This design comes from an exercise in tuning for small area on the open sky130 flow, not from production work. Only simulation tests tie the RTL to the original design; equivalence was not proved. Power figures rest on the tool's default switching activity, not on a simulated workload.

==> design.v <==
`default_nettype none
module mips_regfile_wr_decode #(
   parameter int WIDTH  = 32,
   parameter int ADDR_W = 5
) (
   input  logic                   clk,
   input  logic                   rst_n,
   input  logic                   wr_en,
   input  logic [ADDR_W-1:0]      wr_addr,
   input  logic [WIDTH-1:0]       wr_data,
   input  logic [ADDR_W-1:0]      rd_addr1,
   input  logic [ADDR_W-1:0]      rd_addr2,
   output logic [WIDTH-1:0]       rd_data1,
   output logic [WIDTH-1:0]       rd_data2,
   input  logic                   claim_en,
   input  logic [ADDR_W-1:0]      claim_addr,
   output logic                   pend1,
   output logic                   pend2,
   output logic [(1<<ADDR_W)-1:0] wr_onehot
);
   localparam int DEPTH = 1 << ADDR_W;
   logic [WIDTH-1:0]  r_regs [1:DEPTH-1];
   logic [DEPTH-1:1]  r_valid;
   logic [DEPTH-1:1]  r_pend;
   logic [ADDR_W-1:0] r_wa;         
   logic [DEPTH-1:1]  w_dec;
   logic [DEPTH-1:1]  w_claim;
   logic [DEPTH-1:1]  s1, s2;       
   logic [DEPTH-1:1]  h1, h2;       
   logic [3:0] wlo, wlo_n, clo_n, r1lo_n, r2lo_n, olo_n;
   logic [7:0] whi, whi_n, chi_n, r1hi_n, r2hi_n, ohi_n;
   for (genvar j = 0; j < 4; j++) begin : g_lo
      assign wlo[j]    =  (wr_addr[1:0]    == 2'(j));
      assign wlo_n[j]  = ~(wr_addr[1:0]    == 2'(j));
      assign clo_n[j]  = ~(claim_addr[1:0] == 2'(j));
      assign r1lo_n[j] = ~(rd_addr1[1:0]   == 2'(j));
      assign r2lo_n[j] = ~(rd_addr2[1:0]   == 2'(j));
      assign olo_n[j]  = ~(r_wa[1:0]       == 2'(j));
   end
   for (genvar j = 0; j < 8; j++) begin : g_hi
      assign whi[j]    =  (wr_en    && (wr_addr[4:2]    == 3'(j)));
      assign whi_n[j]  = ~(wr_en    && (wr_addr[4:2]    == 3'(j)));
      assign chi_n[j]  = ~(claim_en && (claim_addr[4:2] == 3'(j)));
      assign r1hi_n[j] = ~(rd_addr1[4:2] == 3'(j));
      assign r2hi_n[j] = ~(rd_addr2[4:2] == 3'(j));
      assign ohi_n[j]  = ~(r_wa[4:2]     == 3'(j));
   end
   logic [DEPTH-1:1] w_hold;        
   logic [DEPTH-1:1] v_next, p_next;
   for (genvar i = 1; i < DEPTH; i++) begin : g_line
      mips_regfile_and2  u_wd (.a(wlo[i%4]),    .b(whi[i/4]),    .y(w_dec[i]));
      mips_regfile_or2   u_wh (.a(wlo_n[i%4]),  .b(whi_n[i/4]),  .y(w_hold[i]));
      mips_regfile_nor2  u_cl (.a(clo_n[i%4]),  .b(chi_n[i/4]),  .y(w_claim[i]));
      mips_regfile_nor2  u_h1 (.a(r1lo_n[i%4]), .b(r1hi_n[i/4]), .y(h1[i]));
      mips_regfile_nor2  u_h2 (.a(r2lo_n[i%4]), .b(r2hi_n[i/4]), .y(h2[i]));
      mips_regfile_and2  u_s1 (.a(h1[i]), .b(r_valid[i]), .y(s1[i]));
      mips_regfile_and2  u_s2 (.a(h2[i]), .b(r_valid[i]), .y(s2[i]));
      mips_regfile_nor2  u_oh (.a(olo_n[i%4]),  .b(ohi_n[i/4]),  .y(wr_onehot[i]));
      mips_regfile_or2   u_vn (.a(r_valid[i]), .b(w_dec[i]), .y(v_next[i]));
      mips_regfile_ao21  u_pn (.a1(r_pend[i]), .a2(w_hold[i]), .b(w_claim[i]), .y(p_next[i]));
   end
   assign wr_onehot[0] = 1'b0;
   for (genvar i = 1; i < DEPTH; i++) begin : g_reg
      logic [WIDTH-1:0] d;
      for (genvar b = 0; b < WIDTH; b++) begin : g_bit
         mips_regfile_ao22 u_nx (
            .a1(r_regs[i][b]), .a2(w_hold[i]),
            .b1(wr_data[b]),   .b2(w_dec[i]),
            .y(d[b]));
      end
      always_ff @(posedge clk)
         r_regs[i] <= d;
   end
   always_ff @(posedge clk or negedge rst_n) begin
      if (!rst_n) begin
         r_valid <= '0;
         r_pend  <= '0;
         r_wa    <= '0;
      end else begin
         r_valid <= v_next;
         r_pend  <= p_next;
         r_wa    <= (wr_en && wr_addr != '0) ? wr_addr : '0;
      end
   end
   for (genvar b = 0; b < WIDTH; b++) begin : g_rd
      logic [10:0] n1, n2;
      for (genvar g = 0; g < 10; g++) begin : g_grp
         mips_regfile_aoi222 u1 (
            .a0(s1[3*g+1]), .b0(r_regs[3*g+1][b]),
            .a1(s1[3*g+2]), .b1(r_regs[3*g+2][b]),
            .a2(s1[3*g+3]), .b2(r_regs[3*g+3][b]),
            .y(n1[g]));
         mips_regfile_aoi222 u2 (
            .a0(s2[3*g+1]), .b0(r_regs[3*g+1][b]),
            .a1(s2[3*g+2]), .b1(r_regs[3*g+2][b]),
            .a2(s2[3*g+3]), .b2(r_regs[3*g+3][b]),
            .y(n2[g]));
      end
      assign n1[10] = ~(s1[31] & r_regs[31][b]);
      assign n2[10] = ~(s2[31] & r_regs[31][b]);
      assign rd_data1[b] = ~&n1;
      assign rd_data2[b] = ~&n2;
   end
   logic [10:0] q1, q2;
   for (genvar g = 0; g < 10; g++) begin : g_pgrp
      mips_regfile_aoi222 u1 (
         .a0(h1[3*g+1]), .b0(r_pend[3*g+1]),
         .a1(h1[3*g+2]), .b1(r_pend[3*g+2]),
         .a2(h1[3*g+3]), .b2(r_pend[3*g+3]),
         .y(q1[g]));
      mips_regfile_aoi222 u2 (
         .a0(h2[3*g+1]), .b0(r_pend[3*g+1]),
         .a1(h2[3*g+2]), .b1(r_pend[3*g+2]),
         .a2(h2[3*g+3]), .b2(r_pend[3*g+3]),
         .y(q2[g]));
   end
   assign q1[10] = ~(h1[31] & r_pend[31]);
   assign q2[10] = ~(h2[31] & r_pend[31]);
   assign pend1 = ~&q1;
   assign pend2 = ~&q2;
endmodule
module mips_regfile_nor2 (input logic a, b, output logic y);
   assign y = ~(a | b);
endmodule
module mips_regfile_nand2 (input logic a, b, output logic y);
   assign y = ~(a & b);
endmodule
module mips_regfile_and2 (input logic a, b, output logic y);
   assign y = a & b;
endmodule
module mips_regfile_or2 (input logic a, b, output logic y);
   assign y = a | b;
endmodule
module mips_regfile_ao21 (input logic a1, a2, b, output logic y);
   assign y = (a1 & a2) | b;
endmodule
module mips_regfile_ao22 (
   input  logic a1, a2, b1, b2,
   output logic y
);
   assign y = (a1 & a2) | (b1 & b2);
endmodule
module mips_regfile_aoi222 (
   input  logic a0, b0, a1, b1, a2, b2,
   output logic y
);
   assign y = ~((a0 & b0) | (a1 & b1) | (a2 & b2));
endmodule
`default_nettype wire
==> flow/run.sh <==
#!/bin/bash
# Own layout flow: the standard flow (standard.sh: the standard synthesis,
# floorplan, power grid, placement, CTS, routing), with these changes:
#  * the port buffers are the smallest buffer cell (buf_1);
#  * before global placement, upsize.tcl raises the drive strength of the
#    drivers of high-fanout nets (decoded register lines) to size 2, so
#    repair_design needs fewer buffers;
#  * before repair_design, portfix.tcl removes the second buffer that global
#    placement put behind some input port buffers and resizes the port buffer
#    (buf_1 to buf_2) instead;
#  * clock tree synthesis uses clkbuf_4/clkbuf_8 with larger sink clusters
#    and no dummy loads.
# Each tool's full output goes to the ORFS logs under orfs/logs; make's own
# output goes to flow_make.log in this folder.
set -euo pipefail
export BUFFER_PORTS_ARGS="-buffer_cell sky130_fd_sc_hd__buf_1"
export PRE_GLOBAL_PLACE_TCL="$PWD/flow/upsize.tcl"
export UP_SIZE=2
export UP_MIN_FANOUT=16
export PRE_RESIZE_TCL="$PWD/flow/portfix.tcl"
export PF_CELL=sky130_fd_sc_hd__buf_2
export CTS_ARGS="-sink_clustering_enable -repair_clock_nets -dont_use_dummy_load -buf_list {sky130_fd_sc_hd__clkbuf_4 sky130_fd_sc_hd__clkbuf_8} -sink_clustering_size 16 -sink_clustering_max_diameter 60"
bash standard.sh finish > flow_make.log 2>&1
==> flow/portfix.tcl <==
# Input ports whose buffer (buf_1) only drives a second buffer: remove the
# second buffer and give the port buffer a stronger size instead.
set pf_size [expr {[info exists ::env(PF_CELL)] ? $::env(PF_CELL) : "sky130_fd_sc_hd__buf_2"}]
set block [ord::get_db_block]
set victims {}
set ports {}
foreach bt [$block getBTerms] {
  if {[$bt getIoType] ne "INPUT"} continue
  set net [$bt getNet]
  foreach it [$net getITerms] {
    if {![$it isInputSignal]} continue
    set pb [$it getInst]
    if {![string match "sky130_fd_sc_hd__buf_*" [[$pb getMaster] getName]]} continue
    foreach o [$pb getITerms] {
      if {![$o isOutputSignal]} continue
      set loads {}
      foreach l [[$o getNet] getITerms] { if {[$l isInputSignal]} { lappend loads $l } }
      if {[llength $loads] == 1} {
        set b2 [[lindex $loads 0] getInst]
        if {[string match "sky130_fd_sc_hd__buf_*" [[$b2 getMaster] getName]]} {
          lappend victims [$b2 getName]
          lappend ports [$pb getName]
        }
      }
    }
  }
}
if {[llength $victims] > 0} { remove_buffers {*}$victims }
foreach p $ports { replace_cell $p $pf_size }
puts "portfix: removed [llength $victims] second buffers, resized [llength $ports] port buffers to $pf_size"
==> flow/upsize.tcl <==
# Upsize the drivers of high-fanout signal nets before global placement,
# so that repair_design needs fewer buffers. Drive strength only; the
# function and the cell family stay the same.
set up_min_fanout [expr {[info exists ::env(UP_MIN_FANOUT)] ? $::env(UP_MIN_FANOUT) : 16}]
set up_size [expr {[info exists ::env(UP_SIZE)] ? $::env(UP_SIZE) : 4}]
set n_up 0
foreach net [[ord::get_db_block] getNets] {
  if {[$net getSigType] ne "SIGNAL"} continue
  set its [$net getITerms]
  if {[llength $its] < $up_min_fanout + 1} continue
  foreach it $its {
    if {[$it isOutputSignal]} {
      set inst [$it getInst]
      set m [[$inst getMaster] getName]
      if {[regexp {^(sky130_fd_sc_hd__[a-z0-9]+)_(\d+)$} $m -> base sz]} {
        if {[string match "*df*" $base]} continue
        set target "${base}_$up_size"
        if {$sz < $up_size && [[ord::get_db] findMaster $target] ne "NULL"} {
          replace_cell [$inst getName] $target
          incr n_up
        }
      }
    }
  }
}
puts "upsize: replaced $n_up drivers of nets with fanout >= $up_min_fanout by size $up_size"
==> standard.sh <==
#!/bin/bash
# synth_recipe.tcl (not shown) runs the flow's synth.tcl, then flattens the netlist and writes it again
# the make line also repeats each setting of config.mk as NAME=value (left out here)
make -C /OpenROAD-flow-scripts/flow DESIGN_CONFIG=/design/flow/config.mk WORK_HOME=/design/flow/orfs CLKGATE_MAP_FILE= SYNTH_SCRIPT=/design/flow/synth_recipe.tcl "${@:-finish}"
==> config.mk <==
export PLATFORM = sky130hd
export DESIGN_NAME = mips_regfile_wr_decode
export DESIGN_NICKNAME = mips_regfile_wr_decode
export VERILOG_FILES = /design/flow/design.v
export SDC_FILE = /design/flow/constraint.sdc
export NUM_CORES = 4
export LEC_CHECK = 0
export CAP_MARGIN = 20
export CORE_MARGIN = 2
export CORE_UTILIZATION = 60
export SLEW_MARGIN = 20
export SYNTH_HIERARCHICAL = 1
==> constraint.sdc <==
create_clock -name core_clock -period 8.0 [get_ports {clk}]
set_input_delay 1.6000 -clock core_clock [delete_from_list [all_inputs] [get_ports {clk}]]
set_output_delay 1.6000 -clock core_clock [all_outputs]
set_load 0.01 [all_outputs]
==> results of run 1 <==
[cells by family (layout without fill, tap and decap cells)]
logic type             Yosys count  count (layout)  share of synthesized area
buffers and inverters           16             261                    0.00229
AO/OA/AOI/OAI                 1749            1749                      0.398
other                            1              15                  0.0000917
flip-flops                    1059            1059                      0.527
AND/OR/NAND/NOR                564             564                     0.0732
[modules after synthesis (local to each module, per instance)]
module                  copies in the design  cell area, um2  flops+latches  cells inside
mips_regfile_wr_decode                     1           23900           1059          1427
mips_regfile_aoi222                      660            10.0              0             1
mips_regfile_ao22                        992            8.76              0             1
mips_regfile_ao21                         31            7.51              0             1
mips_regfile_and2                         93            6.26              0             1
mips_regfile_or2                          62            6.26              0             1
mips_regfile_nor2                        124            3.75              0             1
[Yosys cell counts]
master / n
nor3_1: 2
a22o_1: 992
dfrtp_1: 67
nor2_1: 135
conb_1: 1
and2_1: 97
nand3_1: 11
dfxtp_1: 992
a21o_1: 31
buf_4: 1
a2111o_1: 66
a222oi_1: 660
buf_6: 3
inv_1: 6
or2_1: 62
nand2_1: 82
nand3b_1: 9
or2_2: 4
or3b_2: 6
nor2b_1: 6
or3_1: 3
buf_2: 6
nand4_1: 134
nand2b_1: 13
[power groups by stage]
stage | clock network [mW] | registers [mW] | logic [mW]
2_1_floorplan | 0 | 7.01 | 1.24
3_3_place_gp | 0 | 7.15 | 1.66
3_5_place_dp | 0 | 7.24 | 1.72
4_1_cts | 2.57 | 7.13 | 1.72
5_1_grt | 2.77 | 7.29 | 1.87
6_report | 2.61 | 7.21 | 1.81
[area by class of cell]
cell class	instances	area, um2	share of cell area
inverters	6	22.5	0.000512
flip-flops and latches	1059	21500	0.490
repair buffers	176	807	0.0184
well taps	873	1090	0.0248
multi-input cells	2314	19400	0.441
diodes	14	35.0	0.000797
clock buffers	79	1090	0.0247
[registers in the layout, indices dropped and copies added, names as in the netlist]
register	cells
r_regs	992
r_wa	5
r_pend	31
r_valid	31
[layer usage]
metal | global-route usage | wire [um] | share of wire
met3 | 0.266 | 37200 | 0.19
met2 | 0.724 | 76000 | 0.39
met4 | 0.357 | 17500 | 0.089
met1 | 0.639 | 64600 | 0.33
met5 | 0.0166 | 229 | 0.0012
[metrics by stage]
| step | worst slack (ps) | power, mW | utilization |
|---|---|---|---|
| 2_1_floorplan | 3070 | 8.25 | - |
| 3_3_place_gp | 1980 | 8.81 | 0.639 |
| 3_5_place_dp | 1950 | 8.97 | 0.637 |
| 4_1_cts | 1950 | 11.4 | 0.653 |
| 5_1_grt | 1620 | 11.9 | 0.653 |
| 6_report | 1450 | 11.6 | 0.654 |
[worst max-delay path by stage]
stage	startpoint	to	slack [ps]
2_1_floorplan	rd_addr1[2]	rd_data1[0]	3070
6_report	rd_addr1[0]	rd_data1[19]	1450
5_1_grt	rd_addr2[2]	rd_data2[21]	1620
3_5_place_dp	rd_addr1[1]	rd_data1[20]	1950
4_1_cts	rd_addr1[1]	rd_data1[20]	1950
3_3_place_gp	rd_addr1[2]	rd_data1[21]	1980
==> flow_metrics.env, run 1 <==
export IMPL_status="finished clean"
export IMPL_cts_max_level=3
export IMPL_holdPathStages=1
export IMPL_synth_avg_cell_area_um2=12.1
export IMPL_worst_slew_pin_slew_ps=1350
export IMPL_min_period_ps=6550
export IMPL_via_per_inst=9.45
export IMPL_place_hpwl_um=104000
export IMPL_fill_cells=5262
export IMPL_totalWireLength_um=195000
export IMPL_stdcell_count=4521
export IMPL_timing_hold_ws_ps=481
export IMPL_yosysTopAreaCellShare=0.486
export IMPL_clock_latency_ps=720
export IMPL_track_usage=0.527
export IMPL_drc=0
export IMPL_clock_skew_ps=0
export IMPL_synth_area_leader_cell="dfxtp_1"
export IMPL_post_route_period_util=0.818
export IMPL_ys_types=24
export IMPL_swShare=0.293
export IMPL_worstPathRequired_ps=6400
export IMPL_r2r_cells=1
export IMPL_switchingPower_mw=3.41
export IMPL_r2r_start="r_regs[4][21]"
export IMPL_cp_top_family="simple AND/OR/NAND/NOR gates"
export IMPL_cp_arrival_ps=4950
export IMPL_dp_cells=4428
export IMPL_syn_nets=3445
export IMPL_start_kind="input port"
export IMPL_avgRoutedWirePerCell_um=43.2
export IMPL_leakage_nw=16.8
export IMPL_layout_common_cells="a22o_1, dfxtp_1, a222oi_1"
export IMPL_power_frac_comb=0.156
export IMPL_drv_cap=0
export IMPL_io_buffer_count=152
export IMPL_post_cts_setup_buffers=0
export IMPL_rsz0062_at_grt="no"
export IMPL_clk_pin_slew_worst_paths_ps=80
export IMPL_path_cells="buf_1 -> nand2b_1 -> nor2_1 -> and2_2 -> a222oi_1 -> nand4_1 -> a2111o_1 -> buf_1"
export IMPL_finalSetupTns_ps=0
export IMPL_r2r_end="r_regs[4][21]"
export IMPL_vdd_ir_drop_max_uv=172
export IMPL_netlist_instances=3389
export IMPL_cts_tree="done"
export IMPL_fmax_mhz=153
export IMPL_whs_endpoint="r_valid[3]"
export IMPL_cts_buffer_depth=3
export IMPL_first_global_vias=40600
export IMPL_gp_congestion=1.01
export IMPL_crit_slowest_cell="a222oi_1"
export IMPL_crit_path_end_kind="output pin"
export IMPL_grt_pass1_wl_um=274000
export IMPL_cts_resized=0
export IMPL_grt_max_degree=39
export IMPL_fp_dieW_um=265
export IMPL_synth_seq_area_share=0.527
export IMPL_placed_cell_area_um2=42800
export IMPL_num_nets_final=3692
export IMPL_rows=95
export IMPL_p_clk_frac=0.225
export IMPL_worstPathMaxFanout=32
export IMPL_drv_slew=0
export IMPL_r2r_setup_slack_ps=7230
export IMPL_syn_cell_area_um2=40900
export IMPL_cts_root_buffer="clkbuf_8"
export IMPL_synthTopCellsByArea="dfxtp_1, a22o_1, a222oi_1, dfrtp_1, nand4_1"
export IMPL_p_int_mw=8.23
export IMPL_area_growth_pct=7.53
export IMPL_worstHoldStart="r_valid[3]"
export IMPL_power_share_sequential=0.619
export IMPL_grt_antenna_before_repair=15
export IMPL_core_area_um2=67300
export IMPL_drt_pre_antenna_iters=17
export IMPL_hold_viol=0
export IMPL_critPathBufInv=2
export IMPL_fin_area_um2=44000
export IMPL_ys_ff_latch=1059
export IMPL_io_pins=154
export IMPL_worstSetupPathType="input port to output pin"
export IMPL_critical_path_depth=8
export IMPL_holdBufCountCts=0
export IMPL_setup_viol=0
export IMPL_crit_path_frequent_cell="buf_1"
export IMPL_initial_core_util=0.608
export IMPL_design_die_area_um2=70300
export IMPL_power_density_nw_per_um2=265
export IMPL_min_path_type="flip-flop to flip-flop"
export IMPL_cts_made_buffers=79
export IMPL_grt_overflow=0
export IMPL_drive_gt1_frac=0.0743
export IMPL_floorplan_die_height_um=265
export IMPL_ys_warn_count=9
export IMPL_cts_sinks=1059
export IMPL_ant_nets=0
export IMPL_drtIter0Drc=12200
export IMPL_worst_path_largest_cell_delay_ps=630
export IMPL_via_count=42700
export IMPL_max_slew_margin_rel=0.103
==> run 2: changes to the inputs <==
--- a/config.mk
+++ b/config.mk
@@ -8,5 +8,5 @@
 export CAP_MARGIN = 20
 export CORE_MARGIN = 2
-export CORE_UTILIZATION = 60
+export CORE_UTILIZATION = 65
 export SLEW_MARGIN = 20
 export SYNTH_HIERARCHICAL = 1
==> run 2 against run 1 <==
  * Still clean
  * Die area down 7.6%
  * First-iteration DRC count up 19%
  * Fmax decreased by 2.2%
  * Synthesized cell count stayed put
  * Global-route usage is 4.1 points higher
  * Sequential power is essentially flat
  * Via count up 0.13%
  * Largest power group unchanged
==> flow_metrics.env, run 2 <==
export IMPL_status="finished clean"
export IMPL_syn_cell_area_um2=40900
export IMPL_synth_commonest_cells="a22o_1, dfxtp_1, a222oi_1"
export IMPL_design_die_area_um2=64900
export IMPL_avgRoutedWirePerCell_um=43.0
export IMPL_wl_met2_um=73600
export IMPL_worstPathRequired_ps=6400
export IMPL_layout_common_cells="a22o_1, dfxtp_1, a222oi_1"
export IMPL_area_growth_pct=7.09
export IMPL_largest_reg_flops=992
export IMPL_drv_slew=0
export IMPL_r2r_setup_slack_ps=7250
export IMPL_crit_start="rd_addr2[1]"
export IMPL_synth_ff_type="dfxtp_1"
export IMPL_async_reset_ff_frac=0.0633
export IMPL_highest_layer="met5"
export IMPL_cts_made_buffers=76
export IMPL_r2r_cells=1
export IMPL_totalWireLength_um=192000
export IMPL_io_buffer_count=152
export IMPL_via_per_inst=9.59
export IMPL_fp_dieW_um=255
export IMPL_synth_seq_area_share=0.527
export IMPL_post_cts_setup_buffers=0
export IMPL_clock_skew_ps=0
export IMPL_via_count=42800
export IMPL_ys_ff_latch=1059
export IMPL_rows=91
export IMPL_grt_antenna_before_repair=11
export IMPL_ys_types=24
export IMPL_route_met3_wl_um=39500
export IMPL_clock_latency_ps=750
export IMPL_cp_arrival_ps=5090
export IMPL_finalSetupTns_ps=0
export IMPL_drc=0
export IMPL_grt_pass1_wl_um=270000
export IMPL_cts_root_buffer="clkbuf_8"
export IMPL_grt_max_degree=61
export IMPL_start_kind="input port"
export IMPL_top_regs="r_regs x992, r_pend x31, r_valid x31"
export IMPL_initial_core_util=0.660
export IMPL_drv_cap=0
export IMPL_whs_endpoint="r_valid[18]"
export IMPL_vdd_ir_drop_max_uv=182
export IMPL_holdPathStages=1
export IMPL_hold_viol=0
export IMPL_r2r_start="r_valid[30]"
export IMPL_cts_buffer_depth=3
export IMPL_synth_avg_cell_area_um2=12.1
export IMPL_grt_overflow=0
export IMPL_regMostFlops="r_regs"
export IMPL_worstSetupPathType="input port to output pin"
export IMPL_r2r_end="r_valid[30]"
export IMPL_drive_gt1_frac=0.0684
export IMPL_leakage_nw=16.7
export IMPL_num_nets_final=3669
export IMPL_cts_tree="done"
export IMPL_cts_resized=0
export IMPL_first_global_vias=41300
export IMPL_setup_viol=0
export IMPL_holdBufCountCts=0
export IMPL_max_slew_margin_rel=0.0927
export IMPL_min_period_ps=6690
export IMPL_rsz0062_at_grt="no"
export IMPL_pre_cts_ws_ps=1920
export IMPL_fill_cells=4598
export IMPL_ys_warn_count=9
export IMPL_synth_edf_count=0
export IMPL_cts_max_level=3
export IMPL_post_route_period_util=0.836
export IMPL_fmax_mhz=149
export IMPL_wl_met1_um=60300
export IMPL_power_density_nw_per_um2=265
export IMPL_syn_nets=3445
export IMPL_ant_nets=0
export IMPL_yosysTopAreaCellShare=0.486
export IMPL_worst_slew_pin_slew_ps=1360
export IMPL_synthTopCellsByArea="dfxtp_1, a22o_1, a222oi_1, dfrtp_1, nand4_1"
export IMPL_drtIter0Drc=14500
export IMPL_worstHoldStart="r_valid[18]"
export IMPL_clk_pin_slew_worst_paths_ps=100
export IMPL_min_path_type="flip-flop to flip-flop"
export IMPL_core_area_um2=61900
export IMPL_crit_path_end_kind="output pin"
export IMPL_fin_ws_ps=1310
export IMPL_netlist_instances=3389
export IMPL_cts_sinks=1059
export IMPL_synth_area_leader_cell="dfxtp_1"
export IMPL_io_pins=154
export IMPL_gp_congestion=0.982
export IMPL_drt_pre_antenna_iters=23
export IMPL_track_usage=0.568
export IMPL_floorplan_die_height_um=255
export IMPL_worstPathMaxFanout=32
export IMPL_place_hpwl_um=101000
==> run 2: worst max-delay path: stages <==
cell      delay [ps]
buf_1            140
nand2b_1         450
nor2_1           110
and2_2           580
a222oi_1         750
nand4_1          620
a2111o_1         640
buf_1            180
==> run 2: area by class of cell <==
type                            instances  area [um2]  share of cell area
Inverter                                6        22.5            0.000514
Multi-Input combinational cell       2314       19400               0.444
Timing Repair Buffer                  156         689              0.0157
Tap cell                              837        1050              0.0239
Antenna cell                           10        25.0            0.000571
Clock buffer                           76        1050              0.0239
Sequential cell                      1059       21500               0.492
==> run 2: worst max path at each step <==
stage | endpoint | slack [ps]
4_1_cts | rd_data2[20] | 1920
6_report | rd_data2[19] | 1310
3_3_place_gp | rd_data2[14] | 2010
5_1_grt | rd_data2[19] | 1610
2_1_floorplan | rd_data1[0] | 3070
3_5_place_dp | rd_data2[20] | 1920
==> run 2: cell families (layout without fill, tap and decap cells) <==
kind of cell	after synthesis	in the layout	synth area share
other	1	11	0.0000917
and+or+nand+nor	564	564	0.0732
DFF	1059	1059	0.527
AOI/OAI and AO/OA	1749	1749	0.398
buffers and inverters	16	238	0.00229
==> run 2: per-stage QoR <==
step	cell area (um2)	util	hold WS, ps	cells	power (mW)
finish	43800	0.707	486	4458	11.6
CTS	43700	0.705	483	4446	11.4
global placement	42800	0.691	452	4399	8.79
global route	43800	0.707	510	4452	11.9
floorplan	40900	-	437	3389	8.25
detailed placement	42600	0.688	455	4370	8.96
==> run 2: layer usage <==
| metal | up-vias | GRT usage |
|---|---|---|
| met5 | - | 0.101 |
| met4 | 26 | 0.391 |
| met3 | 1666 | 0.340 |
| met2 | 5135 | 0.755 |
| met1 | 20100 | 0.667 |
| li1 | 15800 | - |
==> run 2: modules after synthesis, one instance, submodules excluded, a selection <==
module / flip-flops and latches / copies in the design / cell area, um2 / cells inside
mips_regfile_aoi222: 0 / 660 / 10.0 / 1
mips_regfile_ao22: 0 / 992 / 8.76 / 1
mips_regfile_ao21: 0 / 31 / 7.51 / 1
mips_regfile_and2: 0 / 93 / 6.26 / 1
mips_regfile_or2: 0 / 62 / 6.26 / 1
mips_regfile_nor2: 0 / 124 / 3.75 / 1
==> run 2: power breakdown <==
part	internal, mW	leakage [nW]	switching (mW)
registers	6.33	9.05	0.882
logic	1.01	7.12	0.822
clock network	0.857	0.546	1.72
total	8.20	16.7	3.42

## separate check: timing with driven ports
Ports are ideal in the flow. The routed layouts listed here were re-timed in OpenROAD. Step 1 sets driving cells, clkbuf_16 on the clock port and buf_2 on the other inputs (assumed; they add their load-dependent delay and slew). Step 2 also shifts input and output timing later by t, the mid clock arrival at the registers, as if the neighbouring blocks saw the same clock. Three values: ideal ports, drivers, drivers and shift; two values: the first two.
| run | t (ns) | setup slack, ns | hold WS [ns] | worst data-port slew with drivers (ns) |
|---|---|---|---|---|
| run 1 | 0.793 | 1.453 / 1.420 / 1.420 | 0.481 / 0.481 / 0.481 | 0.16 |
| run 2 | 0.788 | 1.308 / 1.281 / 1.281 | 0.486 / 0.486 / 0.486 | 0.20 |
After both steps every run listed still meets setup and hold. The setup slack of run 1, which loses most, moves by -0.033 ns with the drivers and by -0.033 ns with both steps.
